This is an optimization exercise on Yosys and OpenROAD, whose aim is small area and few clock cycles per item, not a production implementation. Where RTL was checked, it was by simulation tests only, not by an equivalence proof against the original. The flow treats the clock pin as an ideal source, which a real chip does not have.

==> job 8074 <==
==> flow/design.v (excerpt) <==
module well512_random_generator_unit (
  input  logic        clk,
  input  logic        rst,
  input  logic        s_axis_tvalid,
  output logic        s_axis_tready,
  input  logic [7:0]  s_axis_tdata,    
  output logic        m_axis_tvalid,
  input  logic        m_axis_tready,
  output logic [31:0] m_axis_tdata,    
  input  logic        seed_we,
  input  logic [31:0] seed_wdata
);
  logic           reseed;
  wrg_pkg::word_t seed;
  logic [3:0]     phase;    
  logic [3:0]     step;     
  logic           aligned, preroll, draw, inj, zero0;
  logic [wrg_pkg::NSEC-1:0] first;
  wrg_pkg::word_t cur, far, mid, prev, a_dx, w_dx, word;
  assign reseed  = rst || seed_we;
  assign seed    = rst ? wrg_pkg::SEED_RESET : seed_wdata;
  assign aligned = (phase == 4'd0);
  assign preroll = (step < 4'(wrg_pkg::PREROLL));
  assign inj     = preroll || (aligned && (step < 4'(wrg_pkg::INJ_END)));
  assign zero0   = (step == 4'(wrg_pkg::PREROLL - 1));
  for (genvar j = 0; j < wrg_pkg::NSEC; j++) begin : g_first
    assign first[j] = (step == 4'(j));
  end
  assign s_axis_tready = aligned && !preroll && (!m_axis_tvalid || m_axis_tready);
  assign draw          = s_axis_tvalid && s_axis_tready && s_axis_tdata[0] && !reseed;
  always_ff @(posedge clk) begin
    if (reseed) begin
      m_axis_tvalid <= 1'b0;
    end else if (draw) begin
      m_axis_tvalid <= 1'b1;
    end else if (m_axis_tready) begin
      m_axis_tvalid <= 1'b0;
    end
  end
  always_ff @(posedge clk) begin
    if (draw) begin
      m_axis_tdata <= word;
    end
  end
  always_ff @(posedge clk) begin
    if (reseed) begin
      phase <= 4'(16 - wrg_pkg::PREROLL);
    end else if (!draw) begin
      phase <= phase + 4'd1;
    end
  end
  always_ff @(posedge clk) begin
    if (reseed) begin
      step <= '0;
    end else if (preroll || (draw && step < 4'(wrg_pkg::INJ_END))) begin
      step <= step + 4'd1;
    end
  end
  wrg_pool u_pool (
    .clk    (clk),
    .reseed (reseed),
    .seed   (seed),
    .inj    (inj),
    .first  (first),
    .draw   (draw),
    .zero0  (zero0),
    .a_dx   (a_dx),
    .w_dx   (w_dx),
    .cur    (cur),
    .far    (far),
  ...
Settings: LEC_CHECK=0, CAP_MARGIN=20, CORE_MARGIN=2, CORE_UTILIZATION=60, CTS_BUF_LIST=sky130_fd_sc_hd__clkbuf_16, CTS_CLUSTER_DIAMETER=80, CTS_CLUSTER_SIZE=30, SLEW_MARGIN=20; clock period 6.5 ns.
standard.sh (not shown) runs the stock make flow with config.mk's settings and CLKGATE_MAP_FILE= SYNTH_SCRIPT=/design/flow/synth_recipe.tcl, a recipe that flattens the netlist after the stock synthesis.
==> flow/flow/run.sh <==
#!/bin/bash
# Standard layout with two changes after synthesis:
#  - port buffers are buf_1 cells,
#  - clock tree sinks clustered 30 to a clkbuf_16, without dummy loads.
# The make output goes to flow_make.log; each tool's own log stays under orfs/logs/.
set -euo pipefail
bash standard.sh \
  'BUFFER_PORTS_ARGS=-buffer_cell sky130_fd_sc_hd__buf_1' \
  'CTS_ARGS=-sink_clustering_enable -repair_clock_nets -sink_clustering_size 30 -sink_clustering_max_diameter 80 -buf_list sky130_fd_sc_hd__clkbuf_16 -dont_use_dummy_load' \
  finish > flow_make.log 2>&1
==> job 5683: changes against job 8074 <==
==> flow/design.v (replaced) <==
`timescale 1ns / 1ps
package wrg_pkg;
  localparam int POOL_DEPTH = 16;
  localparam int WORD_W     = 32;
  typedef logic [WORD_W-1:0] word_t;
  localparam word_t SEED_RESET  = 32'd1;
  localparam word_t TEMPER_MASK = 32'hDA44_2D24;
  localparam int TAP_FAR  = 13;
  localparam int TAP_MID  = 9;
  localparam int TAP_PREV = 15;
  localparam int NSEC      = 3;
  localparam int SEC_SLOT0 = TAP_MID + 1 - NSEC;
  localparam int SEC_W     = 11;    
  localparam int PREROLL   = POOL_DEPTH - SEC_SLOT0;
  localparam int INJ_END   = POOL_DEPTH - 1;
endpackage
`timescale 1ns / 1ps
module wrg_pool (
  input  logic           clk,
  input  logic           reseed,    
  input  wrg_pkg::word_t seed,
  input  logic           inj,       
  input  logic [wrg_pkg::NSEC-1:0] first,   
  input  logic           draw,
  input  logic           zero0,     
  input  wrg_pkg::word_t a_new,
  input  wrg_pkg::word_t w,
  output wrg_pkg::word_t cur,
  output wrg_pkg::word_t far,
  output wrg_pkg::word_t mid,
  output wrg_pkg::word_t prev
);
  localparam int S0 = wrg_pkg::SEC_SLOT0;
  localparam int NS = wrg_pkg::NSEC;
  wrg_pkg::word_t r [0:wrg_pkg::POOL_DEPTH-1];
  wrg_pkg::word_t nxt [0:wrg_pkg::POOL_DEPTH-1];
  logic [NS-1:0] inj_d;             
  logic [NS-1:0] cin;               
  logic [NS-1:0] cout;
  logic [NS-1:0] carry_q;           
  wrg_pkg::word_t sum [0:NS-1];
  assign inj_d[0] = inj;
  assign cin[0]   = 1'b1;           
  always_ff @(posedge clk) begin
    for (int j = 1; j < NS; j++) begin
      inj_d[j] <= reseed ? 1'b0 : inj_d[j-1];
    end
    carry_q <= cout;
  end
  for (genvar j = 1; j < NS; j++) begin : g_cin
    assign cin[j] = carry_q[j-1];
  end
  for (genvar j = 0; j < NS; j++) begin : g_sec
    localparam int LO = j * wrg_pkg::SEC_W;
    localparam int HI = (j == NS - 1) ? wrg_pkg::WORD_W - 1 : LO + wrg_pkg::SEC_W - 1;
    wrg_pkg::word_t x, y, xa;
    logic [HI-LO+1:0] c;
    assign x  = r[S0 + j];
    assign y  = r[S0 + j + 1];
    assign xa = first[j] ? x : (x << 1);
    assign c[0] = cin[j];
    for (genvar i = LO; i <= HI; i++) begin : g_bit
      logic a, b;
      assign a = xa[i];
      assign b = ~y[i];
      assign sum[j][i]     = a ^ b ^ c[i-LO];
      assign c[i-LO+1]     = (a & b) | (c[i-LO] & (a ^ b));
    end
    assign cout[j] = c[HI-LO+1];
    if (LO > 0) begin : g_lo
      assign sum[j][LO-1:0] = '0;
    end
    if (HI < wrg_pkg::WORD_W - 1) begin : g_hi
      assign sum[j][wrg_pkg::WORD_W-1:HI+1] = '0;
    end
  end
  always_comb begin
    nxt[0] = draw ? w : (zero0 ? '0 : r[15]);
    nxt[1] = draw ? a_new : r[0];
    for (int i = 2; i < wrg_pkg::POOL_DEPTH; i++) nxt[i] = r[i-1];
    for (int j = 0; j < NS; j++) begin
      for (int i = 0; i < wrg_pkg::WORD_W; i++) begin
        if (inj_d[j] && i >= j * wrg_pkg::SEC_W && (j == NS - 1 || i < (j + 1) * wrg_pkg::SEC_W))
          nxt[S0 + j][i] = sum[j][i];
      end
    end
    if (reseed) begin
      nxt[S0]     = seed << 4;
      nxt[S0 + 1] = seed;
    end
  end
  always_ff @(posedge clk) begin
    for (int i = 0; i < wrg_pkg::POOL_DEPTH; i++) r[i] <= nxt[i];
  end
  assign cur  = r[0];
  assign far  = r[wrg_pkg::TAP_FAR];
  assign mid  = r[wrg_pkg::TAP_MID];
  assign prev = r[wrg_pkg::TAP_PREV];
endmodule
`timescale 1ns / 1ps
module wrg_core (
  input  wrg_pkg::word_t cur,     
  input  wrg_pkg::word_t far,     
  input  wrg_pkg::word_t mid,     
  input  wrg_pkg::word_t prev,    
  output wrg_pkg::word_t a_new,   
  output wrg_pkg::word_t w        
);
  wrg_pkg::word_t b, c;
  always_comb begin
    b     = cur ^ far ^ (cur << 16) ^ (far << 15);
    c     = mid ^ (mid >> 11);
    a_new = b ^ c;
    w     = prev ^ (prev << 2) ^ (b << 18) ^ c ^ (c << 28)
          ^ ((a_new << 5) & wrg_pkg::TEMPER_MASK);
  end
endmodule
`timescale 1ns / 1ps
module well512_random_generator_unit (
  input  logic        clk,
  input  logic        rst,
  input  logic        s_axis_tvalid,
  output logic        s_axis_tready,
  input  logic [7:0]  s_axis_tdata,    
  output logic        m_axis_tvalid,
  input  logic        m_axis_tready,
  output logic [31:0] m_axis_tdata,    
  input  logic        seed_we,
  input  logic [31:0] seed_wdata
);
  logic           reseed;
  wrg_pkg::word_t seed;
  logic [3:0]     phase;    
  logic [3:0]     step;     
  logic           aligned, preroll, draw, inj, zero0;
  logic [wrg_pkg::NSEC-1:0] first;
  wrg_pkg::word_t cur, far, mid, prev, a_new, w;
  assign reseed  = rst || seed_we;
  assign seed    = rst ? wrg_pkg::SEED_RESET : seed_wdata;
  assign aligned = (phase == 4'd0);
  assign preroll = (step < 4'(wrg_pkg::PREROLL));
  assign inj     = preroll || (aligned && (step < 4'(wrg_pkg::INJ_END)));
  assign zero0   = (step == 4'(wrg_pkg::PREROLL - 1));
  for (genvar j = 0; j < wrg_pkg::NSEC; j++) begin : g_first
    assign first[j] = (step == 4'(j));
  end
  assign s_axis_tready = aligned && !preroll && m_axis_tready;
  assign draw          = s_axis_tvalid && s_axis_tready && s_axis_tdata[0] && !reseed;
  assign m_axis_tvalid = draw;
  assign m_axis_tdata  = w;
  always_ff @(posedge clk) begin
    if (reseed) begin
      phase <= 4'(16 - wrg_pkg::PREROLL);
    end else if (!draw) begin
      phase <= phase + 4'd1;
    end
  end
  always_ff @(posedge clk) begin
    if (reseed) begin
      step <= '0;
    end else if (preroll || (draw && step < 4'(wrg_pkg::INJ_END))) begin
      step <= step + 4'd1;
    end
  end
  wrg_pool u_pool (
    .clk    (clk),
    .reseed (reseed),
    .seed   (seed),
    .inj    (inj),
    .first  (first),
    .draw   (draw),
    .zero0  (zero0),
    .a_new  (a_new),
    .w      (w),
    .cur    (cur),
    .far    (far),
    .mid    (mid),
    .prev   (prev)
  );
  wrg_core u_core (
    .cur   (cur),
    .far   (far),
    .mid   (mid),
    .prev  (prev),
    .a_new (a_new),
    .w     (w)
  );
endmodule
==> flow/flow/run.sh (replaced) <==
#!/bin/bash
# Standard layout with three changes after synthesis:
#  - port buffers are buf_1 cells,
#  - clock tree sinks clustered 30 to a clkbuf_16, without dummy loads,
#  - power recovery (downsizing off the critical paths) after global routing.
# The make output goes to flow_make.log; each tool's own log stays under orfs/logs/.
set -euo pipefail
bash standard.sh \
  'BUFFER_PORTS_ARGS=-buffer_cell sky130_fd_sc_hd__buf_1' \
  'CTS_ARGS=-sink_clustering_enable -repair_clock_nets -sink_clustering_size 30 -sink_clustering_max_diameter 80 -buf_list sky130_fd_sc_hd__clkbuf_16 -dont_use_dummy_load' \
  'RECOVER_POWER=100' \
  finish > flow_make.log 2>&1
==> qor summary <==
quantity	job 8074	job 5683
Run status	complete, no violations	failed layout checks
Violated checks	-	max-capacitance violations, max-slew violations
Synthesis-stage register bit count	557	524
Number of stages on the worst setup path	20	22
Max-cap violation count	0	2
Critical path launch point	step[3]$_SDFFE_PN0P_	step[0]$_SDFFE_PN0P_
Number of clock buffers in the layout	22	21
Transition at the pin with the smallest max-transition slack	1000 ps	2770 ps
Origin of the critical flop-to-flop path	step[3]$_SDFFE_PN0P_	step[0]$_SDFFE_PN0P_
Number of flops mapped to enable cells by yosys	32	0
Maximum number of pins on one net before global-route repair	78	61
Count of warnings emitted by yosys	10	6
Fraction of the mapped netlist area in compound gates	2.26%	2.38%
Vias in the first global route	8012	8100
Initial antenna violation count	1	0
Met1 track demand over resource	34.2%	34.4%
Synthesized-area fraction occupied by xor and xnor cells	13.1%	13.3%
Fill cell count	2046	2138
Placeable core area	27100 um^2	26700 um^2
Design area	17900 um^2	17200 um^2
Count of plain and timing-repair buffers in the layout	82	80
Well Taps	372	341
CP required	6910 ps	6960 ps
Testbench counts of job 8074, summed over its fixed seeds: cycles 16,736, items 16,384.
The RTL of job 5683 was laid out without a check of its function.

## what the ideal ports hide
The results above use ideal ports. As a check the final layouts listed here were re-extracted and re-timed, cells and wires unchanged.
Step 1 (the two cells are an assumption about what drives the block):
set clk [get_ports {clk}]
set_driving_cell -lib_cell sky130_fd_sc_hd__clkbuf_16 $clk
set_driving_cell -lib_cell sky130_fd_sc_hd__buf_2 [delete_from_list [all_inputs] $clk]
Step 2, shift: input delay + t, output delay - t, t = (earliest + latest rising clock arrival at the registers) / 2. This alone moves slack from input paths to output paths.
Three values: ideal ports, drivers, drivers and shift; two values: the first two.
run | t, ns | setup slack, ns | worst register clock-pin slew, ns
job 8074 | 0.587 | 0.632 / 0.632 / 0.632 | 0.11 / 0.11
job 5683 | 0.572 | 0.444 / 0.444 / 0.444 | 0.11 / 0.11
